What follows belongs to an exercise in optimizing a design on an open flow for a short achievable clock period and few clock cycles; a production flow would make more cautious choices.
RTL that was checked went through simulation tests only; none was proved equivalent to the original.
For runs 1 to 3, only the layout was checked, not whether the RTL still works.
Power figures rest on the tool's default switching activity, not on a simulated workload.

===== flow/config.mk =====
export PLATFORM = sky130hd
export DESIGN_NAME = srt_div_top
export DESIGN_NICKNAME = srt_div_top
export VERILOG_FILES = /design/flow/design.v
export SDC_FILE = /design/flow/constraint.sdc
export NUM_CORES = 4
export LEC_CHECK = 0
export ABC_CLOCK_PERIOD_IN_PS = 2500
export CAP_MARGIN = 20
export CORE_MARGIN = 2
export CORE_UTILIZATION = 45
export PLACE_DENSITY = 0.6
export SETUP_SLACK_MARGIN = 5
export SLEW_MARGIN = 20

===== flow/constraint.sdc =====
create_clock -name core_clock -period 10.0 [get_ports {clk}]
set_input_delay 2.0000 -clock core_clock [delete_from_list [all_inputs] [get_ports {clk}]]
set_output_delay 2.0000 -clock core_clock [all_outputs]
set_load 0.01 [all_outputs]

===== flow/design.v =====
`default_nettype none
package srt_pkg;
	parameter int APB_DATA_W = 32;	 
	parameter int EST_W = 5;	 
	typedef enum logic [2:0] {
		QD_ZERO = 3'b000,
		QD_POS1 = 3'b001,
		QD_POS2 = 3'b010,
		QD_NEG2 = 3'b110,
		QD_NEG1 = 3'b111
	} qdigit_e;
	typedef enum logic [7:0] {
		ADDR_DIVIDEND = 8'h00,
		ADDR_DIVISOR = 8'h04,	 
		ADDR_STATUS = 8'h08,
		ADDR_RESULT = 8'h0C	 
	} reg_addr_e;
endpackage
`default_nettype wire
`timescale 1ns/10ps
`default_nettype none
module srt_stage #(
	parameter int B = 4,
	parameter int W = 4
) (
	input logic [15:0] in_rem,
	input logic [B-1:0] in_bits,		 
	input logic [15:0] in_fits,		 
	input logic [15:0][19:0] in_mul,	 
	output logic [15:0] out_rem,
	output logic [B-1:0] out_q
);
	localparam int N = 2 ** B;
	logic [W-1:0] r;
	logic [N-1:0] ge;			 
	logic [N-1:0][W-1:0] t;
	if (W == B) begin : g_first
		assign r = in_bits;
	end else begin : g_rest
		assign r = {in_rem[W-B-1:0], in_bits};
	end
	assign ge[0] = 1'b1;
	assign t[0] = r;
	for (genvar k = 1; k < N; k++) begin : g_k
		assign ge[k] = in_fits[k] && (r >= in_mul[k][W-1:0]);
		assign t[k] = r - in_mul[k][W-1:0];
	end
	for (genvar l = 0; l <= B; l++) begin : g_lvl
		logic [(N >> l)*W-1:0] vr;	 
		logic [(N >> l)*B-1:0] vq;
		if (l == 0) begin : g_leaf
			for (genvar k = 0; k < N; k++) begin : g_k
				assign vr[W*k +: W] = t[k];
				assign vq[B*k +: B] = B'(k);
			end
		end else begin : g_mux
			for (genvar i = 0; i < (N >> l); i++) begin : g_i
				localparam int SI = (2 * i + 1) * (2 ** (l - 1));	 
				assign vr[W*i +: W] = ge[SI] ? g_lvl[l-1].vr[W*(2*i+1) +: W] : g_lvl[l-1].vr[W*2*i +: W];
				assign vq[B*i +: B] = ge[SI] ? g_lvl[l-1].vq[B*(2*i+1) +: B] : g_lvl[l-1].vq[B*2*i +: B];
			end
		end
	end
	always_comb begin
		out_rem = '0;
		out_rem[W-1:0] = g_lvl[B].vr[W-1:0];
	end
	assign out_q = g_lvl[B].vq[B-1:0];
endmodule
`default_nettype wire
`timescale 1ns/10ps
`default_nettype none
import srt_pkg::*;
module srt_apb_regs #(
	parameter int FIFO_DEPTH = 4
) (
	input logic clk,
	input logic arst_n,
	input logic psel,
	input logic penable,
	input logic pwrite,
	input logic [7:0] paddr,
	input logic [srt_pkg::APB_DATA_W-1:0] pwdata,
	output logic [srt_pkg::APB_DATA_W-1:0] prdata,
	output logic pready,
	output logic pslverr,
	output logic launch,
	output logic [15:0] dividend,
	input logic res_valid,
	input logic [32:0] res
);
	localparam int CNT_W = $clog2(FIFO_DEPTH + 1);
	localparam int PTR_W = $clog2(FIFO_DEPTH);
	logic setup;
	logic a_dvd_wr;		 
	logic a_dvs_wr;		 
	logic a_res_rd;		 
	logic full;		 
	logic pop;
	logic [CNT_W-1:0] outst;
	logic [CNT_W-1:0] count;
	logic [CNT_W-1:0] count_nx;
	logic [PTR_W-1:0] wr_ptr;
	logic [PTR_W-1:0] rd_ptr;
	logic [32:0] mem [FIFO_DEPTH];
	logic [32:0] head_nx;
	logic empty_nx;
	logic [31:0] prdata_nx;
	logic pslverr_nx;
	assign setup = psel & ~penable;
	always_ff @(posedge clk or negedge arst_n) begin
		if (!arst_n) begin
			a_dvd_wr <= 1'b0;
			a_dvs_wr <= 1'b0;
			a_res_rd <= 1'b0;
		end else begin
			a_dvd_wr <= setup & pwrite & (paddr == ADDR_DIVIDEND);
			a_dvs_wr <= setup & pwrite & (paddr == ADDR_DIVISOR);
			a_res_rd <= setup & ~pwrite & (paddr == ADDR_RESULT);
		end
	end
	assign launch = a_dvs_wr & ~full;
	assign pop = a_res_rd & (count != '0);
	assign pready = 1'b1;
	assign count_nx = count + CNT_W'(res_valid) - CNT_W'(pop);
	always_ff @(posedge clk) begin
		if (a_dvd_wr)
			dividend <= pwdata[15:0];
		if (res_valid)
			mem[wr_ptr] <= res;
	end
	always_ff @(posedge clk or negedge arst_n) begin
		if (!arst_n) begin
			outst <= '0;
			full <= 1'b0;
			count <= '0;
			wr_ptr <= '0;
			rd_ptr <= '0;
		end else begin
			outst <= outst + CNT_W'(launch) - CNT_W'(pop);
			full <= (outst + CNT_W'(launch) - CNT_W'(pop)) == CNT_W'(FIFO_DEPTH);
			count <= count_nx;
			if (res_valid)
				wr_ptr <= (wr_ptr == PTR_W'(FIFO_DEPTH - 1)) ? '0 : wr_ptr + 1'b1;
			if (pop)
				rd_ptr <= (rd_ptr == PTR_W'(FIFO_DEPTH - 1)) ? '0 : rd_ptr + 1'b1;
		end
	end
	assign head_nx = (count == '0) ? res : mem[rd_ptr];
	assign empty_nx = (count == '0) & ~res_valid;
	always_comb begin
		prdata_nx = '0;
		case (paddr)
			ADDR_DIVIDEND: prdata_nx = {16'b0, dividend};
			ADDR_STATUS: prdata_nx = {24'b0, 4'(count + CNT_W'(res_valid)), 2'b0, head_nx[32] & ~empty_nx, ~empty_nx};
			ADDR_RESULT: if (!empty_nx) prdata_nx = head_nx[31:0];
			default: prdata_nx = '0;
		endcase
		if (pwrite)
			prdata_nx = '0;
	end
	assign pslverr_nx = pwrite ? ((paddr == ADDR_DIVISOR) & full)
	                           : ((paddr == ADDR_RESULT) & empty_nx);
	always_ff @(posedge clk or negedge arst_n) begin
		if (!arst_n) begin
			prdata <= '0;
			pslverr <= 1'b0;
		end else begin
			prdata <= prdata_nx;
			pslverr <= pslverr_nx;
		end
	end
endmodule
`default_nettype wire
`timescale 1ns/10ps
`default_nettype none
import srt_pkg::*;
module srt_div_top #(
	parameter int DATA_WIDTH = 16,
	parameter int FIFO_DEPTH = 4
) (
	input logic clk,
	input logic arst_n,
	input logic psel,
	input logic penable,
	input logic pwrite,
	input logic [7:0] paddr,
	input logic [srt_pkg::APB_DATA_W-1:0] pwdata,
	output logic [srt_pkg::APB_DATA_W-1:0] prdata,
	output logic pready,
	output logic pslverr
);
	logic launch;
	logic [15:0] dividend;
	logic res_valid;
	logic [32:0] res;		 
	srt_apb_regs #(.FIFO_DEPTH(FIFO_DEPTH)) u_apb_regs (
		.clk(clk), .arst_n(arst_n),
		.psel(psel), .penable(penable), .pwrite(pwrite), .paddr(paddr),
		.pwdata(pwdata), .prdata(prdata), .pready(pready), .pslverr(pslverr),
		.launch(launch), .dividend(dividend),
		.res_valid(res_valid), .res(res)
	);
	logic [15:0] p1_d;
	logic [15:0] p1_a;
	logic [15:0][19:0] p1_mul;
	logic [15:0][19:0] mul_in;
	logic [19:0] d;
	assign d = {4'b0, pwdata[15:0]};
	assign mul_in[0] = '0;
	assign mul_in[1] = d;
	assign mul_in[2] = d << 1;
	assign mul_in[3] = (d << 1) + d;
	assign mul_in[4] = d << 2;
	assign mul_in[5] = (d << 2) + d;
	assign mul_in[6] = (d << 2) + (d << 1);
	assign mul_in[7] = (d << 3) - d;
	assign mul_in[8] = d << 3;
	assign mul_in[9] = (d << 3) + d;
	assign mul_in[10] = (d << 3) + (d << 1);
	assign mul_in[11] = '0;	 
	assign mul_in[12] = (d << 3) + (d << 2);
	assign mul_in[13] = '0;	 
	assign mul_in[14] = (d << 4) - (d << 1);
	assign mul_in[15] = (d << 4) - d;
	localparam int NSTEP = 4;
	localparam logic [31:0] CFG_B = 32'h0000_4444;
	localparam logic [7:0] CFG_REG = 8'b0000_1110;
	function automatic int step_b(input int s);
		step_b = int'(CFG_B[4*(s-1) +: 4]);
	endfunction
	function automatic int step_w(input int s);	 
		step_w = 0;
		for (int i = 1; i <= s; i++)
			step_w += step_b(i);
	endfunction
	function automatic bit reg_before(input int s);
		reg_before = CFG_REG[s-1];
	endfunction
	function automatic int count_regs();
		count_regs = 0;
		for (int i = 1; i <= NSTEP; i++)
			count_regs += int'(reg_before(i));
	endfunction
	localparam int NREG = count_regs();
	logic [NSTEP:1][15:0] fits_in;
	for (genvar s = 1; s <= NSTEP; s++) begin : g_fits
		for (genvar k = 0; k < 16; k++) begin : g_k
			if (k == 0 || (step_w(s) >= 16 && k == 1)) begin : g_all
				assign fits_in[s][k] = 1'b1;
			end else begin : g_cmp
				assign fits_in[s][k] = (p1_d <= 16'((2 ** step_w(s) - 1) / k));
			end
		end
	end
	always_ff @(posedge clk) begin
		p1_d <= pwdata[15:0];
		p1_a <= dividend;
		p1_mul <= mul_in;
	end
	for (genvar s = 1; s <= NSTEP; s++) begin : g_step
		localparam int B = step_b(s);
		localparam int W = step_w(s);
		logic [15:0] i_rem, i_q, i_a;
		logic [NSTEP*16-1:0] i_fits;
		logic [319:0] i_mul;	 
		logic i_dbz;
		logic [15:0] o_rem, o_q, o_a;
		logic [B-1:0] qd;
		if (s == 1) begin : g_src
			assign i_rem = '0;
			assign i_q = '0;
			assign i_a = p1_a;
			assign i_fits = fits_in;
			always_comb begin
				i_mul = p1_mul;
				i_mul[20*11 +: 20] = p1_mul[8] + p1_mul[3];
				i_mul[20*13 +: 20] = p1_mul[8] + p1_mul[5];
			end
			assign i_dbz = (p1_d == '0);
		end else if (reg_before(s)) begin : g_reg
			always_ff @(posedge clk) begin
				i_rem <= g_step[s-1].o_rem;
				i_q <= g_step[s-1].o_q;
				i_a <= g_step[s-1].o_a;
				i_fits <= g_step[s-1].i_fits;
				i_mul <= g_step[s-1].i_mul;
				i_dbz <= g_step[s-1].i_dbz;
			end
		end else begin : g_wire
			assign i_rem = g_step[s-1].o_rem;
			assign i_q = g_step[s-1].o_q;
			assign i_a = g_step[s-1].o_a;
			assign i_fits = g_step[s-1].i_fits;
			assign i_mul = g_step[s-1].i_mul;
			assign i_dbz = g_step[s-1].i_dbz;
		end
		srt_stage #(.B(B), .W(W)) u_stage (
			.in_rem(i_rem), .in_bits(i_a[15 -: B]),
			.in_fits(i_fits[16*s-1 -: 16]), .in_mul(i_mul),
			.out_rem(o_rem), .out_q(qd)
		);
		assign o_q = {i_q[15-B:0], qd};
		assign o_a = {i_a[15-B:0], B'(0)};
	end
	logic [NREG:1] v;
	always_ff @(posedge clk or negedge arst_n) begin
		if (!arst_n)
			v <= '0;
		else
			v <= {v[NREG-1:1], launch};
	end
	assign res_valid = v[NREG];
	assign res = {g_step[NSTEP].i_dbz, g_step[NSTEP].o_rem, g_step[NSTEP].o_q};
endmodule
`default_nettype wire

===== flow/flow/run.sh =====
#!/bin/bash
bash standard.sh SETUP_SLACK_MARGIN=${MARGIN:-7} finish > standard.log 2>&1

===== flow/standard.sh =====
#!/bin/bash
# synth_recipe.tcl (not shown) runs the flow's synth.tcl, then flattens the netlist and writes it again
# the make line also repeats each setting of config.mk as NAME=value (left out here)
make -C /OpenROAD-flow-scripts/flow DESIGN_CONFIG=/design/flow/config.mk WORK_HOME=/design/flow/orfs CLKGATE_MAP_FILE= SYNTH_SCRIPT=/design/flow/synth_recipe.tcl "${@:-finish}"

==> summary.md, run 1 <==
| Metric | Value |
|---|---|
| Status | finished clean |
| Largest net degree at the start of global routing | 51 |
| CTS tree | done |
| Comb power frac | 38.4% |
| DRT Pass-1 Iters | 7 |
| Net Sw Power | 4.53 mW |
| Worst slack at placement | 4.32 ns |
| Clk Latency, worst-skew pair | 0.70 ns |
| Final-report setup violation count | 0 |
| R2r startpoint | g_step[4].i_a[12] |
| Synthesized flop and latch total | 794 |
| Max Freq | 0.262 GHz |
| Rel. slew slack | 33.3% |
| Post-DR vias/cell | 6.07 |
| P_leak | 28.2 nW |
| Final WS setup | 6.19 ns |
| WP buf/inv | 8 |
| Layout cells sized above 1 | 25.9% |
| Cell taking the most area after synthesis | dfxtp_1 |
| Clock Pin Slew Worst Setup and Hold Paths | 0.07 ns |
| Final period utilization | 38.1% |
| Synth area leaders | dfxtp_1, ha_1, edfxtp_1, xnor2_1, a21oi_1 |
| # fillers | 9884 |
| Actual slew at the worst max-slew pin | 1.00 ns |
| HPWL Detailed | 155 mm |
| Final ANT Viol Nets | 0 |
| Fin crit period | 3.81 ns |
| Setup_tns | 0 ns |
| Hold Crit Start | g_step[3].i_q[0] |
| Distinct cells, synth | 109 |
| RSZ-0062 raised after global routing | yes |
| Dominant synthesized flop cell | dfxtp_1 |
| DR WL/cell | 27.2 um |
| Final count of pins violating max slew | 0 |
| Register area share after synthesis | 34.2% |
| Clk sink count | 794 |
| Initial Util | 45.2% |
| H-tree Lvls | 3 |
| Switch share | 37.9% |
| Syn Std Cell Area | 51600 um2 |
| Vias in the first global route | 44.9k |
| Leading cell types in the layout, fill and taps excluded | dfxtp_1, ha_1, inv_1 |
| Layout area overhead | 29.6% |
| Final hold vios | 0 |
| Most frequent CP cell | buf_6 |
| Post-Layout Cell Count | 7839 |
| Via count | 47.6k |
| Clock Power Share | 27.6% |
| YS warnings | 6 |
| Reg power frac | 34.1% |
| Critical Path RT | 10.56 ns |
| Crit path from | g_step[4].i_a[12] |
| DP Cell Count | 7171 |
| Cell family with most CP delay | compound AO/OA/AOI/OAI gates |
| Critical Path Max Stage Delay | 0.40 ns |
| Hold Crit Class | reg2reg |
| Total GRT Usage | 34.6% |
| CP Max Fanout | 5 |
| Max Root-Sink Buffers | 3 |
| Worst Setup Start Kind | flip-flop |
| Routed wire length | 213 mm |
| CP endpoint kind | flip-flop |
| Die height | 343 um |
| Num CTS Buffers | 84 |
| Chip width | 343 um |
| Worst IR Drop VDD | 0.132 mV |
| Total gr overflow | 0 |
| Crit path kind | reg2reg |
| IO Pins | 79 |
| Post-synth EDFFs | 148 |
| Mapped Cells | 5673 |
| GPL Wtd Cong | 1.08 |
| Asr flop ratio synth | 6.30% |
| Final nets | 6902 |
| Skew final | 0.0572 ns |
| Post-synth top area share | 23.1% |
| Root buffer cell | clkbuf_16 |
| Pint | 7.41 mW |
| CP max stage cell | fa_2 |
| Total core area | 114000 um2 |
| CP arrival | 4.38 ns |
| First-pass GRT wire length | 298 mm |
| Initial antenna violation count | 24 |
| Max Cap Viol | 0 |
| Cts hold-fix bufs | 0 |
| Synth Area per Inst | 9.09 um2 |
| CP Cell Sequence | clkinv_4 -> buf_12 -> ha_4 -> inv_2 -> fa_2 -> buf_6 -> a211oi_4 -> o21ai_2 -> a21oi_2 -> a21oi_2 -> a211oi_2 -> buf_6 -> clkinvlp_4 -> buf_6 -> mux2i_1 -> a22oi_1 -> nand4_1 -> buf_6 -> o31ai_4 |
| Commonest non-fill, non-tap cell in the layout | dfxtp_1 |
| Syn nets | 6319 |
| Die area | 117000 um2 |
| Final Util | 58.6% |
| DRC | 0 |
| Initial DRC Count | 4593 |
| # rows | 124 |
| Buffers on Ports | 61 |
| Pwr per Cell Area | 179 nW/um2 |
[area by class of cell]
| class | count | area, um2 | area share (%) |
|---|---|---|---|
| Multi-Input combinational cell | 4313 | 36400 | 54.4 |
| Sequential cell | 794 | 17800 | 26.6 |
| Timing Repair Buffer | 616 | 5940 | 8.89 |
| Clock buffer | 110 | 2360 | 3.53 |
| Tap cell | 1512 | 1890 | 2.83 |
| Inverter | 447 | 1840 | 2.75 |
| Clock inverter | 43 | 613 | 0.917 |
| Antenna cell | 4 | 10.0 | 0.0150 |
[registers in the layout, summed over array words and instances (netlist names)]
signal               flops
g_step.i_a              24
u_apb_regs.full          1
u_apb_regs.count         3
u_apb_regs.rd_ptr        2
g_step.i_rem            24
u_apb_regs.a_dvd_wr      1
g_step.i_dbz             3
u_apb_regs.mem         132
g_step.i_q              24
u_apb_regs.a_res_rd      1
u_apb_regs.a_dvs_wr      1
v                        3
p1_a                    16
u_apb_regs.dividend     16
u_apb_regs.pslverr       1
u_apb_regs.prdata       32
g_step.i_mul           403
g_step.i_fits           87
u_apb_regs.outst         3
p1_d                    15
u_apb_regs.wr_ptr        2
[Yosys cell counts, types with 43 or more instances]
cell type / instances
nand2_1: 338
clkbuf_1: 97
nand2b_1: 76
ha_1: 567
nor2b_1: 79
a31oi_1: 43
nor2_1: 393
o21a_1: 83
xor2_1: 168
o21ai_0: 354
nand3_1: 88
edfxtp_1: 148
inv_1: 443
nand4_1: 63
a21oi_1: 486
a21o_1: 146
o211ai_1: 67
and3_1: 44
dfxtp_1: 596
xnor2_1: 279
dfrtp_1: 50
nor3_1: 106
o21bai_1: 57
a211oi_1: 82
mux2i_1: 168
[final timing paths]
| check | slack (ns) | to | depth (start not counted) |
|---|---|---|---|
| min in group asynchronous | 1.46 | u_apb_regs.prdata[25] | 2 |
| max | 6.19 | u_apb_regs.prdata[23] | 19 |
| min reg2reg | 0.30 | g_step[4].i_q[4] | 0 |
| max in group asynchronous | 8.03 | u_apb_regs.rd_ptr[0] | 2 |
| min | 0.30 | g_step[4].i_q[4] | 0 |
| max reg2reg | 6.19 | u_apb_regs.prdata[23] | 19 |
[power groups by stage]
stage / logic [mW] / registers [mW] / clock network (mW)
floorplan: 2.66 / 3.84 / 0
global route: 4.87 / 4.08 / 3.46
global placement: 3.68 / 4.11 / 0
finish: 4.58 / 4.07 / 3.29
CTS: 4.22 / 4.04 / 3.34
detailed placement: 3.69 / 4.11 / 0
[routing by layer]
metal  track usage [%]  part of all wire, %  vias to the layer above
met5                 0                0.034                        -
met4              22.5                  7.6                       10
met3              7.62                  9.1                      647
met2              52.9                   43                     2285
met1              44.1                   40                    22900
li1                  -                    -                    21700
[logic make-up (layout without fill, tap and decap cells)]
family	after synthesis	count (layout)	synth area share [%]
AOI/OAI and AO/OA	1647	1652	20.5
and+or+nand+nor	1386	1390	13.2
DFF	794	794	34.2
adders and majority gates	601	601	15.1
buffers and inverters	575	1216	4.31
xor gates and xnor gates	447	447	7.59
muxes	222	222	5.16
other	1	5	0.00727
[timing repair]
action,4_1_cts,5_1_grt
gates cloned,15,5
setup buffers,347,144
setup endpoints to repair,250,215
gates resized for setup,1056,358
pin swaps,326,248
[worst register-to-register path: stages, from the launching register on]
cell and delay, ns:
dfxtp_4 0.38, clkinv_4 0.07, buf_12 0.10, ha_4 0.12, inv_2 0.03, fa_2 0.40
buf_6 0.17, a211oi_4 0.27, o21ai_2 0.11, a21oi_2 0.20, a21oi_2 0.08, a211oi_2 0.21
buf_6 0.18, clkinvlp_4 0.18, buf_6 0.17, mux2i_1 0.11, a22oi_1 0.31, nand4_1 0.21
buf_6 0.21, o31ai_4 0.20
[per-stage QoR]
step / total power [mW] / hold WS [ns] / cell area, um2
global placement: 7.78 / 0.310 / 54500
CTS: 11.6 / 0.307 / 64100
global route: 12.4 / 0.313 / 66900
detailed placement: 7.80 / 0.312 / 54500
floorplan: 6.50 / 0.309 / 52200
finish: 11.9 / 0.304 / 66900
==> run 2, diff against run 1 <==
--- a/flow/config.mk
+++ b/flow/config.mk
@@ -8,7 +8,7 @@
 export ABC_CLOCK_PERIOD_IN_PS = 2500
 export CAP_MARGIN = 20
 export CORE_MARGIN = 2
-export CORE_UTILIZATION = 45
-export PLACE_DENSITY = 0.6
+export CORE_UTILIZATION = 55
+export PLACE_DENSITY = 0.72
 export SETUP_SLACK_MARGIN = 5
 export SLEW_MARGIN = 20
==> run 2 against run 1 <==
Against the previous run:
- still clean
- synthesized area did not move
- largest cell class unchanged
- non-clock buffer count up 1
- count of clock-buffer cells in the layout grew 1
- clock skew decreased by 0.012 ns
- critical endpoint is now u_apb_regs.prdata[28]
- worst setup slack got worse by 0.068 ns
==> summary.md, run 2 <==
| Metric | Value |
|---|---|
| Routed length on met1 | 82.1 mm |
| Crit path kind | reg2reg |
| Overall power | 12.0 mW |
| Most flops, register | g_step.i_mul |
| Synth Area per Inst | 9.09 um2 |
| CP arrival | 4.44 ns |
| Net Sw Power | 4.59 mW |
| HPWL Detailed | 152 mm |
| Final-report setup violation count | 0 |
| Setup crit end | u_apb_regs.prdata[28] |
| Crit path from | g_step[4].i_mul[172] |
| Biggest registers after layout | g_step.i_mul x403, u_apb_regs.mem x132, g_step.i_fits x87 |
| Critical path depth | 14 |
| Final ANT Viol Nets | 0 |
| H-tree Lvls | 3 |
| Cell family with most CP delay | compound AO/OA/AOI/OAI gates |
| GPL Wtd Cong | 1.09 |
| DR top layer | met5 |
| WP buf/inv | 3 |
| Reg2reg setup slack | 6.12 ns |
| Storage element area | 17800 um2 |
| RSZ-0062 raised after global routing | yes |
| Rel. slew slack | 37.6% |
| Final WS setup | 6.12 ns |
| Hold Crit Class | reg2reg |
| Placement Cell Area | 54200 um2 |
| Met2 routed WL | 91.4 mm |
| CP Max Fanout | 8 |
| Fin crit period | 3.88 ns |
| Worst hold slack | 0.305 ns |
| Syn nets | 6319 |
| DR WL/cell | 28.8 um |
| Initial antenna violation count | 20 |
| Commonest non-fill, non-tap cell in the layout | dfxtp_1 |
| Clock Pin Slew Worst Setup and Hold Paths | 0.07 ns |
| Worst R2R End | u_apb_regs.prdata[28] |
| Switch share | 38.3% |
| Status | finished clean |
| Synth area leaders | dfxtp_1, ha_1, edfxtp_1, xnor2_1, a21oi_1 |
| # fillers | 6956 |
| Critical Path RT | 10.55 ns |
| Max reg flops | 403 |
| Cts hold-fix bufs | 0 |
| Num CTS Buffers | 82 |
| Actual slew at the worst max-slew pin | 0.935 ns |
| Root buffer cell | clkbuf_16 |
| CP Cell Sequence | clkinvlp_4 -> buf_4 -> ha_4 -> a21oi_1 -> o21ai_0 -> a211o_1 -> a211o_1 -> nand2_4 -> clkinv_8 -> or3_4 -> a211oi_4 -> a2111oi_2 -> and4b_2 -> a22o_1 |
| Reg power frac | 34.1% |
| P_leak | 28.2 nW |
| Layout area overhead | 28.2% |
| Max Freq | 0.258 GHz |
| Clock Power Share | 27.4% |
| Worst slack at placement | 4.37 ns |
| Vias in the first global route | 45.3k |
| Mapped Cells | 5673 |
| Multi-input logic area | 36200 um2 |
| Dominant synthesized flop cell | dfxtp_1 |
| DRT Pass-1 Iters | 7 |
| Count leader, synth | dfxtp_1 |
| IO Pins | 79 |
| DRC | 0 |
| CP max stage cell | or3_4 |
| First-pass GRT wire length | 302 mm |
| Routed wire length | 218 mm |
| Most frequent CP cell | a211o_1 |
| Max Root-Sink Buffers | 3 |
| Final hold vios | 0 |
| R2r startpoint | g_step[4].i_mul[172] |
| Post-synth EDFFs | 148 |
| Pwr per Cell Area | 181 nW/um2 |
| Chip width | 310 um |
| Met3 wire length | 25.5 mm |
| Critical Path Max Stage Delay | 0.49 ns |
| Leading cell types in the layout, fill and taps excluded | dfxtp_1, ha_1, buf_4 |
| Worst reg2reg path depth | 14 |
| Buffers on Ports | 61 |
| Clk Latency, worst-skew pair | 0.69 ns |
| Distinct cells, synth | 109 |
| Die height | 310 um |
| Setup_tns | 0 ns |
| Final count of pins violating max slew | 0 |
| Total GRT Usage | 43.3% |
| Initial Util | 55.4% |
| Syn Std Cell Area | 51600 um2 |
| Total gr overflow | 0 |
| Post-synth top cells | dfxtp_1, ha_1, a21oi_1 |
| Comb power frac | 38.5% |
| Asr flop ratio synth | 6.30% |
| Pint | 7.39 mW |
| Skew final | 0.0450 ns |
| Clk sink count | 794 |
| Worst IR Drop VDD | 0.181 mV |
| Layout cells sized above 1 | 25.4% |
| Max Cap Viol | 0 |
| Worst Setup Start Kind | flip-flop |
| Largest net degree at the start of global routing | 51 |
| CP endpoint kind | flip-flop |
| Via count | 48.9k |
| Register area share after synthesis | 34.2% |
| YS warnings | 6 |
| CTS tree | done |
| Final period utilization | 38.8% |
| Die area | 96200 um2 |
| Synthesized flop and latch total | 794 |
| Final nets | 6901 |
| Final std cell area, no fill | 66100 um2 |
| Hold Crit Start | g_step[3].i_dbz |
| Initial DRC Count | 5800 |
| # rows | 112 |
| Cell taking the most area after synthesis | dfxtp_1 |
| Total core area | 93200 um2 |
| Post-DR vias/cell | 6.44 |
| Post-synth top area share | 23.1% |
-- run 2: changes by cell type in the layout (fill, tap and decap cells not counted), sizes merged, moves of 2 or more --
cell | before | now
clkdlybuf4s15 | 3 | 5
inv | 424 | 437
clkinv | 25 | 23
dlygate4sd2 | 1 | 4
diode | 4 | 10
clkdlybuf4s50 | 8 | 6
clkinvlp | 34 | 20
-- run 2: cell families after synthesis --
kind of cell	share of synthesized area [%]
flip-flops	34.2
buffers and inverters	4.31
other	0.00727
AND/OR/NAND/NOR	13.2
adder cells (fa/ha/maj)	15.1
AO/OA/AOI/OAI	20.5
multiplexers	5.16
XOR/XNOR	7.59
-- run 2: timing repair --
item | CTS | global route
cloned | 24 | 2
endpoints found under the setup margin | 252 | 210
setup buffers | 320 | 158
pin swaps | 285 | 233
gates resized for setup | 1037 | 353
-- run 2: final cells by class --
type | instances | area share, %
antenna | 10 | 0.0378
clock inverter | 41 | 0.847
tap | 1254 | 2.37
sequential | 794 | 26.9
clock buffer | 111 | 3.55
timing repair buffer | 617 | 8.79
multi-input combinational | 4313 | 54.8
inverter | 447 | 2.75
-- run 2: worst min-delay path by stage --
stage                                 to  cells past startpoint  slack [ns]
global route        g_step[4].i_fits[62]                      0        0.31
detailed placement  g_step[3].i_fits[47]                      0        0.31
floorplan              g_step[3].i_a[14]                      0        0.31
global placement        g_step[3].i_q[5]                      0        0.31
CTS                 g_step[4].i_fits[62]                      0        0.30
finish                   g_step[4].i_dbz                      0        0.30
-- run 2: per-layer routing --
metal  global-route usage, %  vias up
li1                        -    21800
met1                    53.9    23300
met2                    63.9     2853
met3                    13.1      900
met4                    30.7       14
met5                       0        -
-- run 2: power groups by stage --
stage	Sequential, mW	Combinational, mW	Clock (mW)
2_1_floorplan	3.84	2.66	0
3_3_place_gp	4.11	3.63	0
3_5_place_dp	4.12	3.66	0
4_1_cts	4.04	4.16	3.29
5_1_grt	4.08	4.89	3.43
6_report	4.09	4.61	3.28
-- run 2: per-stage QoR --
step	std cells	util, %
after floorplan	5673	-
after global placement	6921	58.2
after detailed placement	6921	58.2
after CTS	7417	67.9
after global routing	7577	70.9
final	7587	71.0
==> run 3, diff against run 2 <==
--- a/flow/design.v
+++ b/flow/design.v
@@ -103,7 +103,6 @@
 	logic [PTR_W-1:0] wr_ptr;
 	logic [PTR_W-1:0] rd_ptr;
 	logic [32:0] mem [FIFO_DEPTH];
-	logic [32:0] head_nx;
 	logic empty_nx;
 	logic [31:0] prdata_nx;
 	logic pslverr_nx;
@@ -123,20 +122,27 @@
 	assign pop = a_res_rd & (count != '0);
 	assign pready = 1'b1;
 	assign count_nx = count + CNT_W'(res_valid) - CNT_W'(pop);
+	logic [32:0] rq;
+	logic rq_v;
+	logic [PTR_W-1:0] rq_ptr;
 	always_ff @(posedge clk) begin
 		if (a_dvd_wr)
 			dividend <= pwdata[15:0];
-		if (res_valid)
-			mem[wr_ptr] <= res;
+		rq <= res;
+		rq_ptr <= wr_ptr;
+		if (rq_v)
+			mem[rq_ptr] <= rq;
 	end
 	always_ff @(posedge clk or negedge arst_n) begin
 		if (!arst_n) begin
+			rq_v <= 1'b0;
 			outst <= '0;
 			full <= 1'b0;
 			count <= '0;
 			wr_ptr <= '0;
 			rd_ptr <= '0;
 		end else begin
+			rq_v <= res_valid;
 			outst <= outst + CNT_W'(launch) - CNT_W'(pop);
 			full <= (outst + CNT_W'(launch) - CNT_W'(pop)) == CNT_W'(FIFO_DEPTH);
 			count <= count_nx;
@@ -146,29 +152,34 @@
 				rd_ptr <= (rd_ptr == PTR_W'(FIFO_DEPTH - 1)) ? '0 : rd_ptr + 1'b1;
 		end
 	end
-	assign head_nx = (count == '0) ? res : mem[rd_ptr];
-	assign empty_nx = (count == '0) & ~res_valid;
+	logic [32:0] head;		 
+	logic cnt0;
+	logic bypass;			 
+	logic is_dvd, is_sts, is_res;
+	logic [31:0] rd_early;
+	assign head = (rq_v && rq_ptr == rd_ptr) ? rq : mem[rd_ptr];
+	assign cnt0 = (count == '0);
+	assign empty_nx = cnt0 & ~res_valid;
+	assign is_dvd = (paddr == ADDR_DIVIDEND);
+	assign is_sts = (paddr == ADDR_STATUS);
+	assign is_res = (paddr == ADDR_RESULT);
+	assign bypass = is_res & cnt0 & res_valid;
 	always_comb begin
-		prdata_nx = '0;
-		case (paddr)
-			ADDR_DIVIDEND: prdata_nx = {16'b0, dividend};
-			ADDR_STATUS: prdata_nx = {24'b0, 4'(count + CNT_W'(res_valid)), 2'b0, head_nx[32] & ~empty_nx, ~empty_nx};
-			ADDR_RESULT: if (!empty_nx) prdata_nx = head_nx[31:0];
-			default: prdata_nx = '0;
-		endcase
-		if (pwrite)
-			prdata_nx = '0;
+		rd_early = '0;
+		if (is_dvd)
+			rd_early = {16'b0, dividend};
+		if (is_sts)
+			rd_early = {24'b0, 4'(count + CNT_W'(res_valid)), 2'b0,
+				(cnt0 ? res[32] : head[32]) & ~empty_nx, ~empty_nx};
+		if (is_res & ~cnt0)
+			rd_early = head[31:0];
 	end
+	assign prdata_nx = rd_early | ({32{bypass}} & res[31:0]);
 	assign pslverr_nx = pwrite ? ((paddr == ADDR_DIVISOR) & full)
-	                           : ((paddr == ADDR_RESULT) & empty_nx);
-	always_ff @(posedge clk or negedge arst_n) begin
-		if (!arst_n) begin
-			prdata <= '0;
-			pslverr <= 1'b0;
-		end else begin
-			prdata <= prdata_nx;
-			pslverr <= pslverr_nx;
-		end
+	                           : (is_res & empty_nx);
+	always_ff @(posedge clk) begin
+		prdata <= prdata_nx;
+		pslverr <= pslverr_nx;
 	end
 endmodule
 `default_nettype wire
--- a/flow/config.mk
+++ b/flow/config.mk
@@ -8,7 +8,7 @@
 export ABC_CLOCK_PERIOD_IN_PS = 2500
 export CAP_MARGIN = 20
 export CORE_MARGIN = 2
-export CORE_UTILIZATION = 55
-export PLACE_DENSITY = 0.72
+export CORE_UTILIZATION = 45
+export PLACE_DENSITY = 0.6
 export SETUP_SLACK_MARGIN = 5
 export SLEW_MARGIN = 20
==> run 3 against run 2 <==
Against the previous run:
- still clean on timing, DRC and antenna
- routed wire length is 7.9% lower
- critical path depth stayed put
- clock power hardly changed
- largest power group unchanged
- highest routed layer unchanged
==> summary.md, run 3 <==
| Metric | Value |
|---|---|
| Status | finished clean |
| Commonest non-fill, non-tap cell in the layout | dfxtp_1 |
| Hold Crit Class | reg2reg |
| Initial antenna violation count | 19 |
| Routed wire length | 201 mm |
| Most flops, register | g_step.i_mul |
| Buffers on Ports | 61 |
| # rows | 124 |
| Pwr per Cell Area | 175 nW/um2 |
| Asr flop ratio synth | 2.17% |
| Initial Util | 45.5% |
| Max Cap Viol | 0 |
| Post-Layout Cell Count | 7879 |
| Synth area leaders | dfxtp_1, ha_1, edfxtp_1, xnor2_1, a21oi_1 |
| Mapped Cells | 5693 |
| Multi-input logic area | 36300 um2 |
| DRC | 0 |
| GPL Wtd Cong | 1.00 |
| Post-synth top cells | dfxtp_1, ha_1, a21oi_1 |
| Skew final | 0.0460 ns |
| Synth Area per Inst | 9.17 um2 |
| P_leak | 28.5 nW |
| Die height | 345 um |
| Final ANT Viol Nets | 0 |
| Final hold vios | 0 |
| Storage element area | 18400 um2 |
| RSZ-0062 raised after global routing | yes |
| Clk Latency, worst-skew pair | 0.69 ns |
| Leading cell types in the layout, fill and taps excluded | dfxtp_1, ha_1, inv_1 |
| Total core area | 115000 um2 |
| Worst Setup Start Kind | input port |
| Worst hold slack | 0.314 ns |
| First-pass GRT wire length | 285 mm |
| Synthesized flop and latch total | 830 |
| Largest net degree at the start of global routing | 38 |
| Crit path kind | in2reg |
| # fillers | 9879 |
| Layout cells sized above 1 | 25.4% |
| H-tree Lvls | 3 |
| Syn nets | 6334 |
| Overall power | 11.8 mW |
| Max Freq | 0.280 GHz |
| Layout area overhead | 28.9% |
| Setup_tns | 0 ns |
| IO Pins | 79 |
| Vias in the first global route | 44.4k |
| YS warnings | 6 |
| Actual slew at the worst max-slew pin | 1.13 ns |
| Worst slack at placement | 4.44 ns |
| Critical Path RT | 10.56 ns |
| Worst IR Drop VDD | 0.143 mV |
| Initial DRC Count | 4567 |
| Final WS setup | 6.43 ns |
| Rel. slew slack | 24.7% |
| Post-DR vias/cell | 5.99 |
| CTS tree | done |
| Final-report setup violation count | 0 |
| Biggest registers after layout | g_step.i_mul x403, u_apb_regs.mem x132, g_step.i_fits x87 |
| Chip width | 345 um |
| HPWL Detailed | 146 mm |
| Via count | 47.2k |
| Root buffer cell | clkbuf_16 |
| Clock Pin Slew Worst Setup and Hold Paths | 0.07 ns |
| Dominant synthesized flop cell | dfxtp_1 |
| Register area share after synthesis | 34.8% |
| Clk sink count | 830 |
| DR WL/cell | 25.5 um |
| Final period utilization | 35.7% |
| Distinct cells, synth | 104 |
| Cell taking the most area after synthesis | dfxtp_1 |
| Max Root-Sink Buffers | 3 |
| Total gr overflow | 0 |
| Post-synth EDFFs | 148 |
| Fin crit period | 3.57 ns |
| Cts hold-fix bufs | 0 |
| Num CTS Buffers | 86 |
| Final nets | 6921 |
| Total GRT Usage | 32.3% |
| Syn Std Cell Area | 52200 um2 |
| DP Cell Count | 7217 |
| Post-synth top area share | 25.5% |
| Max reg flops | 403 |
| DRT Pass-1 Iters | 6 |
| CP endpoint kind | flip-flop |
| Die area | 119000 um2 |
| Count leader, synth | dfxtp_1 |
| Final count of pins violating max slew | 0 |
| CP arrival | 4.14 ns |
| CP Max Fanout | 4 |
[run 3: cell count changes after synthesis, moves of 24 or more]
cell / before / now
a31oi_1: 43 / 69
dfrtp_1: 50 / 18
dfxtp_1: 596 / 664
mux2i_1: 168 / 203
nor2b_1: 79 / 109
o21a_1: 83 / 107
[run 3: worst paths after layout]
check / startpoint / to / slack, ns / cells past startpoint
max in group asynchronous: arst_n / u_apb_regs.rd_ptr[0] / 7.53 / 1
worst min-delay path: g_step[2].i_a[7] / g_step[3].i_a[11] / 0.31 / 0
worst min register to register: g_step[2].i_a[7] / g_step[3].i_a[11] / 0.31 / 0
min in group asynchronous: arst_n / u_apb_regs.a_dvd_wr / 1.85 / 1
worst max-delay path: pwdata[4] / g_step[1].i_mul[195] / 6.43 / 14
worst max register to register: g_step[4].i_a[12] / u_apb_regs.prdata[16] / 6.46 / 16
[run 3: report_power, final]
part / total (mW) / internal, mW / switching, mW
registers: 4.16 / 3.83 / 0.331
clock network: 3.25 / 1.82 / 1.42
logic: 4.39 / 1.81 / 2.58
total: 11.8 / 7.46 / 4.34
[run 3: final cells by class]
cell class              instances  area share, %
well taps                    1512           2.81
inverters                     428           2.53
diodes                         15         0.0558
clock buffers                 122           3.64
flip-flops and latches        830           27.3
repair buffers                612           8.99
clock inverters                38          0.694
multi-input cells            4322           54.0
[run 3: timing repair]
item                       4_1_cts  5_1_grt
gates resized for setup       1061      407
setup buffers                  315      153
cloned                          15        4
setup endpoints to repair      186      161
pin swaps                      269      249
[run 3: stage by stage]
| stage | area, um2 | utilization [%] |
|---|---|---|
| 6_report | 67300 | 58.7 |
| 5_1_grt | 67200 | 58.6 |
| 4_1_cts | 64100 | 55.9 |
| 3_5_place_dp | 55100 | 48.0 |
| 3_3_place_gp | 55100 | 48.0 |
| 2_1_floorplan | 52600 | - |
[run 3: critical path, cell delays in order]
cell,delay (ns)
buf_12,0.08
clkinvlp_4,0.13
buf_6,0.15
fa_2,0.39
o21bai_1,0.19
a21o_1,0.18
a21oi_2,0.06
o21bai_1,0.20
a21oi_1,0.12
o21ai_1,0.18
a21oi_2,0.09
o21ai_1,0.16
a21oi_2,0.07
xnor2_1,0.12
[run 3: logic make-up after synthesis]
| logic type | after synthesis | synth area share [%] |
|---|---|---|
| simple gates | 1395 | 12.9 |
| buf+inv | 543 | 3.98 |
| other cells | 1 | 0.00718 |
| mux | 268 | 6.01 |
| fa+ha+maj | 596 | 14.8 |
| xor+xnor | 437 | 7.33 |
| flops | 830 | 34.8 |
| compound gates | 1623 | 20.2 |
[run 3: layer usage]
metal / GRT usage [%] / part of all wire [%] / routed length (um)
met5: 0 / 0.063 / 126
met4: 15.8 / 5.8 / 11800
met3: 6.41 / 9.4 / 19000
met2: 48.6 / 42 / 84800
met1: 44.3 / 43 / 85600
==> run 4, diff against run 3 <==
--- a/flow/design.v
+++ b/flow/design.v
@@ -212,28 +212,53 @@
 		.launch(launch), .dividend(dividend),
 		.res_valid(res_valid), .res(res)
 	);
+	function automatic logic [16:0] split_sum(input logic [15:0] x, input logic [15:0] y,
+			input logic sub);
+		logic [15:0] yy;
+		logic [8:0] lo;
+		logic [7:0] hi;
+		yy = sub ? ~y : y;
+		lo = {1'b0, x[7:0]} + {1'b0, yy[7:0]} + 9'(sub);
+		hi = x[15:8] + yy[15:8];
+		split_sum = {hi, lo};	 
+	endfunction
 	logic [15:0] p1_d;
 	logic [15:0] p1_a;
-	logic [15:0][19:0] p1_mul;
-	logic [15:0][19:0] mul_in;
-	logic [19:0] d;
-	assign d = {4'b0, pwdata[15:0]};
+	logic [15:0][16:0] p1_mul;
+	logic [15:0][16:0] mul_in;
+	logic [15:0][19:0] mul_full;
+	logic [15:0] d;
+	assign d = pwdata[15:0];
 	assign mul_in[0] = '0;
-	assign mul_in[1] = d;
-	assign mul_in[2] = d << 1;
-	assign mul_in[3] = (d << 1) + d;
-	assign mul_in[4] = d << 2;
-	assign mul_in[5] = (d << 2) + d;
-	assign mul_in[6] = (d << 2) + (d << 1);
-	assign mul_in[7] = (d << 3) - d;
-	assign mul_in[8] = d << 3;
-	assign mul_in[9] = (d << 3) + d;
-	assign mul_in[10] = (d << 3) + (d << 1);
+	assign mul_in[1] = {d[15:8], 1'b0, d[7:0]};
+	assign mul_in[2] = split_sum(d << 1, 16'd0, 1'b0);
+	assign mul_in[3] = split_sum(d << 1, d, 1'b0);
+	assign mul_in[4] = split_sum(d << 2, 16'd0, 1'b0);
+	assign mul_in[5] = split_sum(d << 2, d, 1'b0);
+	assign mul_in[6] = split_sum(d << 2, d << 1, 1'b0);
+	assign mul_in[7] = split_sum(d << 3, d, 1'b1);
+	assign mul_in[8] = split_sum(d << 3, 16'd0, 1'b0);
+	assign mul_in[9] = split_sum(d << 3, d, 1'b0);
+	assign mul_in[10] = split_sum(d << 3, d << 1, 1'b0);
 	assign mul_in[11] = '0;	 
-	assign mul_in[12] = (d << 3) + (d << 2);
+	assign mul_in[12] = split_sum(d << 3, d << 2, 1'b0);
 	assign mul_in[13] = '0;	 
-	assign mul_in[14] = (d << 4) - (d << 1);
-	assign mul_in[15] = (d << 4) - d;
+	assign mul_in[14] = split_sum(d << 4, d << 1, 1'b1);
+	assign mul_in[15] = split_sum(d << 4, d, 1'b1);
+	always_ff @(posedge clk) begin
+		p1_d <= pwdata[15:0];
+		p1_a <= dividend;
+		p1_mul <= mul_in;
+	end
+	for (genvar k = 0; k < 16; k++) begin : g_mul
+		if (k == 11) begin : g_11
+			assign mul_full[k] = {4'b0, mul_full[8][15:0] + mul_full[3][15:0]};
+		end else if (k == 13) begin : g_13
+			assign mul_full[k] = {4'b0, mul_full[8][15:0] + mul_full[5][15:0]};
+		end else begin : g_cap
+			assign mul_full[k] = {4'b0, p1_mul[k][16:9] + 8'(p1_mul[k][8]), p1_mul[k][7:0]};
+		end
+	end
 	localparam int NSTEP = 4;
 	localparam logic [31:0] CFG_B = 32'h0000_4444;
 	localparam logic [7:0] CFG_REG = 8'b0000_1110;
@@ -264,11 +289,6 @@
 			end
 		end
 	end
-	always_ff @(posedge clk) begin
-		p1_d <= pwdata[15:0];
-		p1_a <= dividend;
-		p1_mul <= mul_in;
-	end
 	for (genvar s = 1; s <= NSTEP; s++) begin : g_step
 		localparam int B = step_b(s);
 		localparam int W = step_w(s);
@@ -283,11 +303,7 @@
 			assign i_q = '0;
 			assign i_a = p1_a;
 			assign i_fits = fits_in;
-			always_comb begin
-				i_mul = p1_mul;
-				i_mul[20*11 +: 20] = p1_mul[8] + p1_mul[3];
-				i_mul[20*13 +: 20] = p1_mul[8] + p1_mul[5];
-			end
+			assign i_mul = mul_full;
 			assign i_dbz = (p1_d == '0);
 		end else if (reg_before(s)) begin : g_reg
 			always_ff @(posedge clk) begin
==> run 4 against run 3 <==
Against the previous run:
- combinational power up 8.7%
- critical path depth down 2
- core utilization up 0.12 points
- die area up 7.5%
- non-clock buffer count up 59
- still clean on timing, DRC and antenna
- register-to-register slack worse by 0.02 ns
- worst setup slack better by 0.016 ns
- synthesized area up 7.5%
- first-iteration DRC count up 5.5%
- global-route usage up 1.7 points
- sequential cell count up 137
- critical endpoint is now u_apb_regs.prdata[25]
- routed wire length up 13%
- critical path type is now reg2reg
==> summary.md, run 4 <==
| Metric | Value |
|---|---|
| Status | finished clean |
| P_leak | 31.2 nW |
| DRT Pass-1 Iters | 9 |
| CTS tree | done |
| Post-synth top area share | 28.6% |
| Vias in the first global route | 46.8k |
| Register area share after synthesis | 37.3% |
| Die area | 128000 um2 |
| Synth Area per Inst | 9.49 um2 |
| DR WL/cell | 27.3 um |
| Max Cap Viol | 0 |
| Initial Util | 45.4% |
| Post-synth EDFFs | 148 |
| Leading cell types in the layout, fill and taps excluded | dfxtp_1, ha_1, inv_1 |
| Total core area | 124000 um2 |
| Setup crit end | u_apb_regs.prdata[25] |
| Layout area overhead | 29.6% |
| Pwr per Cell Area | 187 nW/um2 |
| Count leader, synth | dfxtp_1 |
| Final period utilization | 35.6% |
| GPL Wtd Cong | 1.06 |
| Final WS setup | 6.44 ns |
| RSZ-0062 raised after global routing | yes |
| Num CTS Buffers | 101 |
| Rel. slew slack | 28.1% |
| Final nets | 7247 |
| Max Root-Sink Buffers | 3 |
| Overall power | 13.6 mW |
| Final ANT Viol Nets | 0 |
| Syn Std Cell Area | 56200 um2 |
| Fin crit period | 3.56 ns |
| YS warnings | 6 |
| Reg2reg setup slack | 6.44 ns |
| Setup_tns | 0 ns |
| Worst R2R End | u_apb_regs.prdata[25] |
| Commonest non-fill, non-tap cell in the layout | dfxtp_1 |
| HPWL Detailed | 161 mm |
| Total gr overflow | 0 |
| Die height | 357 um |
| DRC | 0 |
| Max reg flops | 429 |
| Distinct cells, synth | 109 |
| Worst Setup Start Kind | flip-flop |
| Layout cells sized above 1 | 26.5% |
| CP endpoint kind | flip-flop |
| Placement Cell Area | 59400 um2 |
| Final hold vios | 0 |
| Clock Pin Slew Worst Setup and Hold Paths | 0.07 ns |
| Syn nets | 6584 |
| Hold Crit Class | reg2reg |
| Worst IR Drop VDD | 0.143 mV |
| Initial DRC Count | 4817 |
| Largest net degree at the start of global routing | 37 |
| First-pass GRT wire length | 316 mm |
| Final std cell area, no fill | 72800 um2 |
| Post-synth top cells | dfxtp_1, ha_1, inv_1 |
| Cell taking the most area after synthesis | dfxtp_1 |
| Cts hold-fix bufs | 0 |
| Worst slack at placement | 4.98 ns |
| IO Pins | 79 |
| Via count | 49.3k |
| DP Cell Count | 7565 |
| Mapped Cells | 5916 |
| Routed wire length | 227 mm |
| CP Max Fanout | 12 |
| Synth area leaders | dfxtp_1, ha_1, edfxtp_1, xnor2_1, a21oi_1 |
| Crit path kind | reg2reg |
| Max Freq | 0.281 GHz |
| Root buffer cell | clkbuf_16 |
| Critical Path RT | 10.59 ns |
| Clk sink count | 967 |
| Final Util | 58.8% |
| Worst hold slack | 0.296 ns |
| Skew final | 0.0402 ns |
| Crit path from | g_step[4].i_rem[3] |
| Clk Latency, worst-skew pair | 0.74 ns |
| CP arrival | 4.15 ns |
| Post-Layout Cell Count | 8307 |
| Dominant synthesized flop cell | dfxtp_1 |
| Asr flop ratio synth | 1.86% |
| Final-report setup violation count | 0 |
| Buffers on Ports | 61 |
| Synthesized flop and latch total | 967 |
| Total GRT Usage | 34.0% |
| H-tree Lvls | 3 |
| Most flops, register | g_step.i_mul |
| # rows | 129 |
| Chip width | 357 um |
| Post-DR vias/cell | 5.94 |
| Worst reg2reg path depth | 12 |
| Biggest registers after layout | g_step.i_mul x429, u_apb_regs.mem x132, p1_mul x111 |
| R2r startpoint | g_step[4].i_rem[3] |
| Actual slew at the worst max-slew pin | 1.08 ns |
| Final count of pins violating max slew | 0 |
| Initial antenna violation count | 22 |
## run 4: cell count changes after synthesis, sizes merged, moves of 30 or more
| cell | change |
|---|---|
| a21oi | -62 |
| dfxtp | +137 |
| inv | +77 |
| nand2 | -53 |
| nor2 | -30 |
| xnor2 | +48 |
## run 4: kinds of logic (layout without fill, tap and decap cells)
kind of cell | after synthesis | in the layout | share of synthesized area (%)
AOI/OAI and AO/OA | 1620 | 1623 | 19.2
and+or+nand+nor | 1331 | 1335 | 11.7
DFF | 967 | 967 | 37.3
adders and majority gates | 623 | 623 | 14.5
buffers and inverters | 623 | 1364 | 4.26
xor gates and xnor gates | 489 | 489 | 7.63
muxes | 262 | 262 | 5.51
other | 1 | 7 | 0.00668
## run 4: critical path, cell delays in order (launching register included)
cell       delay (ns)
dfxtp_4          0.41
buf_12           0.17
ha_1             0.40
a21oi_2          0.21
o21ai_0          0.15
nand3_1          0.14
a31oi_2          0.13
nor2_2           0.23
buf_6            0.23
o31a_1           0.42
a21oi_1          0.12
or4_4            0.62
o2bb2ai_2        0.15
## run 4: area by class of cell
cell class | instances | area, um2
multi-input cells | 4333 | 37600
inverters | 505 | 2010
clock inverters | 55 | 686
clock buffers | 133 | 2750
flip-flops and latches | 967 | 21100
fillers | 10600 | 51000
well taps | 1637 | 2050
repair buffers | 671 | 6530
diodes | 6 | 15.0
## run 4: metal layers
| metal | routed length (um) | track usage, % |
|---|---|---|
| met1 | 92000 | 43.1 |
| met2 | 97500 | 52.4 |
| met3 | 18000 | 6.64 |
| met4 | 19200 | 23.1 |
| met5 | 79 | 0 |
## run 4: report_power, final
part | switching (mW) | internal [mW]
logic | 2.82 | 1.95
clock network | 1.67 | 2.20
registers | 0.431 | 4.51
total | 4.92 | 8.67
## run 4: worst min path at each step
stage,from,cells past startpoint,endpoint
after floorplan,g_step[3].i_a[8],0,g_step[4].i_a[12]
after global placement,g_step[2].i_mul[315],0,g_step[3].i_mul[315]
after global routing,g_step[2].i_mul[195],0,g_step[3].i_mul[195]
after CTS,p1_mul[260],0,g_step[2].i_mul[305]
after detailed placement,g_step[3].i_a[8],0,g_step[4].i_a[12]
final,p1_mul[260],0,g_step[2].i_mul[305]
## run 4: what timing repair did
item	4_1_cts	5_1_grt
pin swaps	218	311
endpoints found under the hold margin	0	0
gates cloned	18	15
setup endpoints to repair	219	154
gates resized for setup	952	517
buffers inserted	333	182
Testbench counts of run 4, summed over its fixed seeds: cycles 19,200.
==> run 5, diff against run 4 <==
--- a/flow/design.v
+++ b/flow/design.v
@@ -25,8 +25,8 @@
 ) (
 	input logic [15:0] in_rem,
 	input logic [B-1:0] in_bits,		 
-	input logic [15:0] in_fits,		 
-	input logic [15:0][19:0] in_mul,	 
+	input logic [31:0] in_fits,		 
+	input logic [31:0][19:0] in_mul,	 
 	output logic [15:0] out_rem,
 	output logic [B-1:0] out_q
 );
@@ -226,7 +226,7 @@
 	logic [15:0] p1_a;
 	logic [15:0][16:0] p1_mul;
 	logic [15:0][16:0] mul_in;
-	logic [15:0][19:0] mul_full;
+	logic [31:0][19:0] mul_full;
 	logic [15:0] d;
 	assign d = pwdata[15:0];
 	assign mul_in[0] = '0;
@@ -250,8 +250,10 @@
 		p1_a <= dividend;
 		p1_mul <= mul_in;
 	end
-	for (genvar k = 0; k < 16; k++) begin : g_mul
-		if (k == 11) begin : g_11
+	for (genvar k = 0; k < 32; k++) begin : g_mul
+		if (k >= 16) begin : g_narrow
+			assign mul_full[k] = p1_d[0] ? 20'(k) : 20'd0;
+		end else if (k == 11) begin : g_11
 			assign mul_full[k] = {4'b0, mul_full[8][15:0] + mul_full[3][15:0]};
 		end else if (k == 13) begin : g_13
 			assign mul_full[k] = {4'b0, mul_full[8][15:0] + mul_full[5][15:0]};
@@ -260,7 +262,7 @@
 		end
 	end
 	localparam int NSTEP = 4;
-	localparam logic [31:0] CFG_B = 32'h0000_4444;
+	localparam logic [31:0] CFG_B = 32'h0000_3445;
 	localparam logic [7:0] CFG_REG = 8'b0000_1110;
 	function automatic int step_b(input int s);
 		step_b = int'(CFG_B[4*(s-1) +: 4]);
@@ -279,9 +281,9 @@
 			count_regs += int'(reg_before(i));
 	endfunction
 	localparam int NREG = count_regs();
-	logic [NSTEP:1][15:0] fits_in;
+	logic [NSTEP:1][31:0] fits_in;
 	for (genvar s = 1; s <= NSTEP; s++) begin : g_fits
-		for (genvar k = 0; k < 16; k++) begin : g_k
+		for (genvar k = 0; k < 32; k++) begin : g_k
 			if (k == 0 || (step_w(s) >= 16 && k == 1)) begin : g_all
 				assign fits_in[s][k] = 1'b1;
 			end else begin : g_cmp
@@ -293,8 +295,8 @@
 		localparam int B = step_b(s);
 		localparam int W = step_w(s);
 		logic [15:0] i_rem, i_q, i_a;
-		logic [NSTEP*16-1:0] i_fits;
-		logic [319:0] i_mul;	 
+		logic [NSTEP*32-1:0] i_fits;
+		logic [639:0] i_mul;	 
 		logic i_dbz;
 		logic [15:0] o_rem, o_q, o_a;
 		logic [B-1:0] qd;
@@ -324,7 +326,7 @@
 		end
 		srt_stage #(.B(B), .W(W)) u_stage (
 			.in_rem(i_rem), .in_bits(i_a[15 -: B]),
-			.in_fits(i_fits[16*s-1 -: 16]), .in_mul(i_mul),
+			.in_fits(i_fits[32*s-1 -: 32]), .in_mul(i_mul),
 			.out_rem(o_rem), .out_q(qd)
 		);
 		assign o_q = {i_q[15-B:0], qd};
--- a/flow/config.mk
+++ b/flow/config.mk
@@ -8,7 +8,7 @@
 export ABC_CLOCK_PERIOD_IN_PS = 2500
 export CAP_MARGIN = 20
 export CORE_MARGIN = 2
-export CORE_UTILIZATION = 45
-export PLACE_DENSITY = 0.6
+export CORE_UTILIZATION = 40
+export PLACE_DENSITY = 0.5
 export SETUP_SLACK_MARGIN = 5
 export SLEW_MARGIN = 20
==> run 5 against run 4 <==
Against the previous run:
- still clean on timing, DRC and antenna
- critical path type unchanged
- largest power group unchanged
- global-route usage is 3.5 points lower
- critical endpoint is now g_step[4].i_rem[10]
- critical path depth stayed put
- sequential cell count decreased by 154
- cell area down 9.0%
- cell count fell by 6.1%
==> summary.md, run 5 <==
| Metric | Value |
|---|---|
| Clk Latency, worst-skew pair | 0.69 ns |
| Synth Area per Inst | 9.24 um2 |
| CP arrival | 3.93 ns |
| Final period utilization | 33.9% |
| Register area share after synthesis | 35.6% |
| RSZ-0062 raised after global routing | yes |
| Crit path kind | reg2reg |
| Cts hold-fix bufs | 0 |
| Worst IR Drop VDD | 0.144 mV |
| HPWL Detailed | 146 mm |
| DR top layer | met4 |
| Syn Std Cell Area | 50200 um2 |
| DP Cell Count | 7086 |
| Die area | 128000 um2 |
| CTS tree | done |
| # fillers | 11.4k |
| DRT Pass-1 Iters | 6 |
| Status | finished clean |
| Most flops, register | g_step.i_mul |
| CP Max Fanout | 4 |
| DRC | 0 |
| Total core area | 124000 um2 |
| Max Freq | 0.295 GHz |
| Mapped Cells | 5432 |
| Via count | 45.3k |
| Largest net degree at the start of global routing | 37 |
| Rel. slew slack | 25.7% |
| Chip width | 358 um |
| Met3 wire length | 13.2 mm |
| Final Util | 53.4% |
| Die height | 358 um |
| Clk sink count | 813 |
| Routed length on met1 | 90.6 mm |
| Max reg flops | 341 |
| Initial antenna violation count | 9 |
| Post-synth top area share | 25.8% |
| Skew final | 0.0378 ns |
| Initial Util | 40.4% |
| Final count of pins violating max slew | 0 |
| Actual slew at the worst max-slew pin | 1.11 ns |
| Final nets | 6692 |
| Layout cells sized above 1 | 28.4% |
| Hold Crit Class | reg2reg |
| Total GRT Usage | 30.5% |
| Multi-input logic area | 35000 um2 |
| Worst Setup Start Kind | flip-flop |
| Biggest registers after layout | g_step.i_mul x341, u_apb_regs.mem x132, p1_mul x66 |
| IO Pins | 79 |
| Final hold vios | 0 |
| YS warnings | 6 |
| Pwr per Cell Area | 171 nW/um2 |
| Post-synth EDFFs | 148 |
| Dominant synthesized flop cell | dfxtp_1 |
| Synthesized flop and latch total | 813 |
| CP endpoint kind | flip-flop |
| Final-report setup violation count | 0 |
| Commonest non-fill, non-tap cell in the layout | dfxtp_1 |
| Initial DRC Count | 4193 |
| Asr flop ratio synth | 2.21% |
| Final ANT Viol Nets | 0 |
| Max Root-Sink Buffers | 3 |
| # rows | 129 |
| GPL Wtd Cong | 0.978 |
| Root buffer cell | clkbuf_16 |
| Distinct cells, synth | 106 |
| Routed wire length | 204 mm |
| Post-Layout Cell Count | 7797 |
| Cell taking the most area after synthesis | dfxtp_1 |
| Total gr overflow | 0 |
| P_leak | 27.9 nW |
| Leading cell types in the layout, fill and taps excluded | dfxtp_1, buf_4, ha_1 |
| Buffers on Ports | 61 |
| Post-DR vias/cell | 5.80 |
| Setup_tns | 0 ns |
| Max Cap Viol | 0 |
| Storage element area | 18100 um2 |
| Critical Path RT | 10.54 ns |
| Synth area leaders | dfxtp_1, ha_1, edfxtp_1, xnor2_1, a21oi_1 |
| Clock Pin Slew Worst Setup and Hold Paths | 0.08 ns |
| Overall power | 11.3 mW |
| Num CTS Buffers | 89 |
| First-pass GRT wire length | 288 mm |
| Post-synth top cells | dfxtp_1, ha_1, a21oi_1 |
| Syn nets | 6040 |
| Met2 routed WL | 89.2 mm |
| Fin crit period | 3.39 ns |
| Vias in the first global route | 42.5k |
| H-tree Lvls | 3 |
| DR WL/cell | 26.1 um |
| Count leader, synth | dfxtp_1 |
| Layout area overhead | 32.1% |
## run 5: changes by cell type in the layout (fill, tap and decap cells not counted), moves of 29 or more
cell / previous run / this run
dfxtp_1: 715 / 552
inv_1: 453 / 373
nand2_1: 274 / 353
ha_1: 468 / 409
o21ai_1: 87 / 48
xnor2_1: 308 / 270
mux2i_1: 151 / 115
o21a_1: 98 / 68
buf_4: 428 / 457
## run 5: worst paths after layout
kind | depth (start not counted) | slack [ns] | endpoint | startpoint
max | 12 | 6.61 | g_step[4].i_rem[10] | g_step[3].i_a[12]
min | 0 | 0.31 | g_step[3].i_fits[76] | g_step[2].i_fits[76]
max reg2reg | 12 | 6.61 | g_step[4].i_rem[10] | g_step[3].i_a[12]
min reg2reg | 0 | 0.31 | g_step[3].i_fits[76] | g_step[2].i_fits[76]
max in group asynchronous | 1 | 7.68 | u_apb_regs.rd_ptr[0] | arst_n
min in group asynchronous | 1 | 1.78 | u_apb_regs.wr_ptr[1] | arst_n
## run 5: cell type report
cell class | instances | area share [%]
Clock inverter | 40 | 0.774
Clock buffer | 125 | 3.97
Timing Repair Buffer | 662 | 9.40
Sequential cell | 813 | 27.3
Multi-Input combinational cell | 4076 | 52.8
Tap cell | 1637 | 3.09
Antenna cell | 2 | 0.00755
Inverter | 442 | 2.71
## run 5: stage by stage
stage	cell area, um2	setup slack (ns)	hold WS (ns)
floorplan	51000	6.57	0.310
global placement	53600	5.07	0.310
detailed placement	53600	5.03	0.312
CTS	62900	6.62	0.297
global route	66300	6.60	0.317
finish	66300	6.61	0.308
## run 5: worst max-delay path, stage by stage (launching register included)
cell and delay, ns:
dfxtp_4 0.42, clkinvlp_4 0.13, ha_4 0.19, fa_2 0.42, nor2b_4 0.22, o2111ai_4 0.17, a31oi_4 0.18, a21o_1 0.19
a21oi_2 0.07, xnor2_1 0.21, mux2i_1 0.19, a2111o_1 0.57, nand4b_1 0.28
## run 5: cells by family (layout without fill, tap and decap cells)
family	after synthesis	in the layout	synth area share, %
adders and majority gates	563	563	14.7
other	1	3	0.00747
xor gates and xnor gates	420	420	7.33
and+or+nand+nor	1360	1367	13.2
muxes	208	208	5.05
buffers and inverters	559	1269	4.28
DFF	813	813	35.6
AOI/OAI and AO/OA	1508	1517	19.9
## run 5: layer usage
layer / global-route usage, % / vias to the layer above
met3: 3.92 / 412
met4: 12.9 / 0
li1: - / 21100
met1: 42.3 / 22000
met5: 0 / -
met2: 47.5 / 1721
## run 5: where the power goes
group | total (mW) | internal, mW | switching [mW]
clock network | 3.46 | 2.04 | 1.42
registers | 4.07 | 3.74 | 0.328
logic | 3.78 | 1.59 | 2.20
## run 5: repair_timing
action	4_1_cts	5_1_grt
setup endpoints to repair	202	140
buffers inserted	325	188
pin swaps	222	262
gates cloned	20	11
gates resized for setup	997	408
Testbench counts of run 5, summed over its fixed seeds: cycles 19,200.
==> run 6, diff against run 5 <==
==> flow/flow/run.sh (replaced) <==
#!/bin/bash
bash standard.sh SETUP_SLACK_MARGIN=7 MATCH_CELL_FOOTPRINT=0 finish > standard.log 2>&1
--- a/flow/config.mk
+++ b/flow/config.mk
@@ -8,7 +8,7 @@
 export ABC_CLOCK_PERIOD_IN_PS = 2500
 export CAP_MARGIN = 20
 export CORE_MARGIN = 2
-export CORE_UTILIZATION = 40
-export PLACE_DENSITY = 0.5
+export CORE_UTILIZATION = 45
+export PLACE_DENSITY = 0.6
 export SETUP_SLACK_MARGIN = 5
 export SLEW_MARGIN = 20
==> run 6 against run 5 <==
Against the previous run:
- combinational power shrank 1%
- cell count is 2.5% lower
- worst setup slack improved by 0.034 ns
- via count increased by 0.31%
==> summary.md, run 6 <==
| Metric | Value |
|---|---|
| Post-Layout Cell Count | 7599 |
| Initial DRC Count | 4582 |
| Crit path kind | reg2reg |
| GPL Wtd Cong | 1.01 |
| Via count | 45.4k |
| Syn nets | 6040 |
| Mapped Cells | 5432 |
| Final period utilization | 33.6% |
| Register area share after synthesis | 35.6% |
| Final hold vios | 0 |
| Met2 routed WL | 82.4 mm |
| DP Cell Count | 6921 |
| Routed length on met1 | 82.6 mm |
| DR top layer | met5 |
| Syn Std Cell Area | 50200 um2 |
| Clk Latency, worst-skew pair | 0.67 ns |
| CTS tree | done |
| CP arrival | 3.78 ns |
| CP Max Fanout | 6 |
| Max Root-Sink Buffers | 3 |
| DRC | 0 |
| Post-synth top area share | 25.8% |
| Cts hold-fix bufs | 0 |
| Post-synth top cells | dfxtp_1, ha_1, a21oi_1 |
| Leading cell types in the layout, fill and taps excluded | dfxtp_1, buf_4, ha_1 |
| Status | finished clean |
| CP endpoint kind | flip-flop |
| Post-synth EDFFs | 148 |
| Critical Path RT | 10.42 ns |
| Biggest registers after layout | g_step.i_mul x341, u_apb_regs.mem x132, p1_mul x66 |
| Count leader, synth | dfxtp_1 |
| Actual slew at the worst max-slew pin | 1.32 ns |
| YS warnings | 6 |
| Final ANT Viol Nets | 0 |
| Synth area leaders | dfxtp_1, ha_1, edfxtp_1, xnor2_1, a21oi_1 |
| Final nets | 6650 |
| R2r startpoint | g_step[3].i_rem[6] |
| Vias in the first global route | 42.5k |
| Final count of pins violating max slew | 0 |
| Layout area overhead | 30.2% |
| Total core area | 111000 um2 |
| # rows | 122 |
| Worst Setup Start Kind | flip-flop |
| Pwr per Cell Area | 168 nW/um2 |
| Post-DR vias/cell | 5.97 |
| HPWL Detailed | 137 mm |
| RSZ-0062 raised after global routing | yes |
| Met3 wire length | 14.9 mm |
| Max Freq | 0.298 GHz |
| Hold Crit Start | g_step[3].i_mul[55] |
| H-tree Lvls | 3 |
| Num CTS Buffers | 83 |
| Layout cells sized above 1 | 27.5% |
| Initial antenna violation count | 17 |
| IO Pins | 79 |
| Synthesized flop and latch total | 813 |
| Clk sink count | 813 |
| Fin crit period | 3.36 ns |
| First-pass GRT wire length | 276 mm |
| Skew final | 0.0501 ns |
| Distinct cells, synth | 106 |
| Max reg flops | 341 |
| Rel. slew slack | 11.2% |
| Asr flop ratio synth | 2.21% |
| Root buffer cell | clkbuf_16 |
| P_leak | 27.6 nW |
| Crit path from | g_step[3].i_rem[6] |
| Synth Area per Inst | 9.24 um2 |
| Max Cap Viol | 0 |
| Initial Util | 45.3% |
| Die area | 114000 um2 |
-- run 6: worst max-delay path, stage by stage (launching register included) --
cell and delay (ns):
dfxtp_1 0.33, buf_12 0.14, ha_1 0.39, a21oi_1 0.19, o21ai_0 0.15, o21bai_1 0.18
a41o_1 0.26, a41oi_4 0.26, buf_12 0.15, buf_8 0.11, and3b_1 0.18, a211o_1 0.22
o211ai_1 0.21, nand4_1 0.33
-- run 6: kinds of logic after synthesis --
family | Yosys count | share of synthesized area [%]
XOR/XNOR | 420 | 7.33
multiplexers | 208 | 5.05
AND/OR/NAND/NOR | 1360 | 13.2
flip-flops | 813 | 35.6
other | 1 | 0.00747
AO/OA/AOI/OAI | 1508 | 19.9
adder cells (fa/ha/maj) | 563 | 14.7
buffers and inverters | 559 | 4.28
-- run 6: per-layer routing --
| metal | vias up | global-route usage [%] |
|---|---|---|
| li1 | 21100 | - |
| met5 | - | 0 |
| met2 | 1965 | 49.7 |
| met1 | 21900 | 44.4 |
| met3 | 505 | 5.12 |
| met4 | 4 | 17.1 |
-- run 6: power by group --
part / switching (mW) / leakage [nW] / internal [mW]
Clock: 1.33 / 1.35 / 1.79
Sequential: 0.364 / 7.07 / 3.74
Combinational: 2.15 / 19.2 / 1.59
Total: 3.85 / 27.6 / 7.12
-- run 6: worst paths after layout --
check	to	slack [ns]	cells after the start
max in group asynchronous	u_apb_regs.rd_ptr[0]	7.62	1
max reg2reg	g_step[4].i_rem[6]	6.64	13
max	g_step[4].i_rem[6]	6.64	13
min reg2reg	g_step[4].i_mul[55]	0.31	0
min in group asynchronous	u_apb_regs.full	1.81	1
min	g_step[4].i_mul[55]	0.31	0
-- run 6: final cells by class --
type	instances	area (um2)	share of cell area, %
Timing Repair Buffer	629	6020	9.21
Multi-Input combinational cell	4073	34800	53.3
Clock buffer	116	2380	3.65
Tap cell	1488	1860	2.85
Inverter	442	1820	2.79
Antenna cell	2	5.00	0.00766
Sequential cell	813	18100	27.7
Clock inverter	36	380	0.582
-- run 6: stage by stage --
stage	area [um2]	total power, mW	setup WS [ns]	utilization, %	hold slack [ns]
6_report	65300	11.0	6.64	59.0	0.306
5_1_grt	65300	11.4	6.60	59.0	0.319
4_1_cts	62000	10.6	6.74	56.0	0.316
3_5_place_dp	53300	7.17	5.00	48.2	0.312
3_3_place_gp	53300	7.15	5.06	48.2	0.310
2_1_floorplan	50900	6.18	6.57	-	0.310
-- run 6: what timing repair did --
item	4_1_cts	5_1_grt
endpoints found under the setup margin	202	128
pin swaps	198	209
endpoints found under the hold margin	0	0
resized for setup	890	412
setup buffers	315	181
gates cloned	24	4

Re-timed with assumed drivers on the ports (clkbuf_16 on the clock, buf_2 on other inputs), run 6 has 6.642 ns of setup slack against 6.642 ns with ideal ports, and 6.170 ns once port delays also move by the mid clock arrival of 0.718 ns.
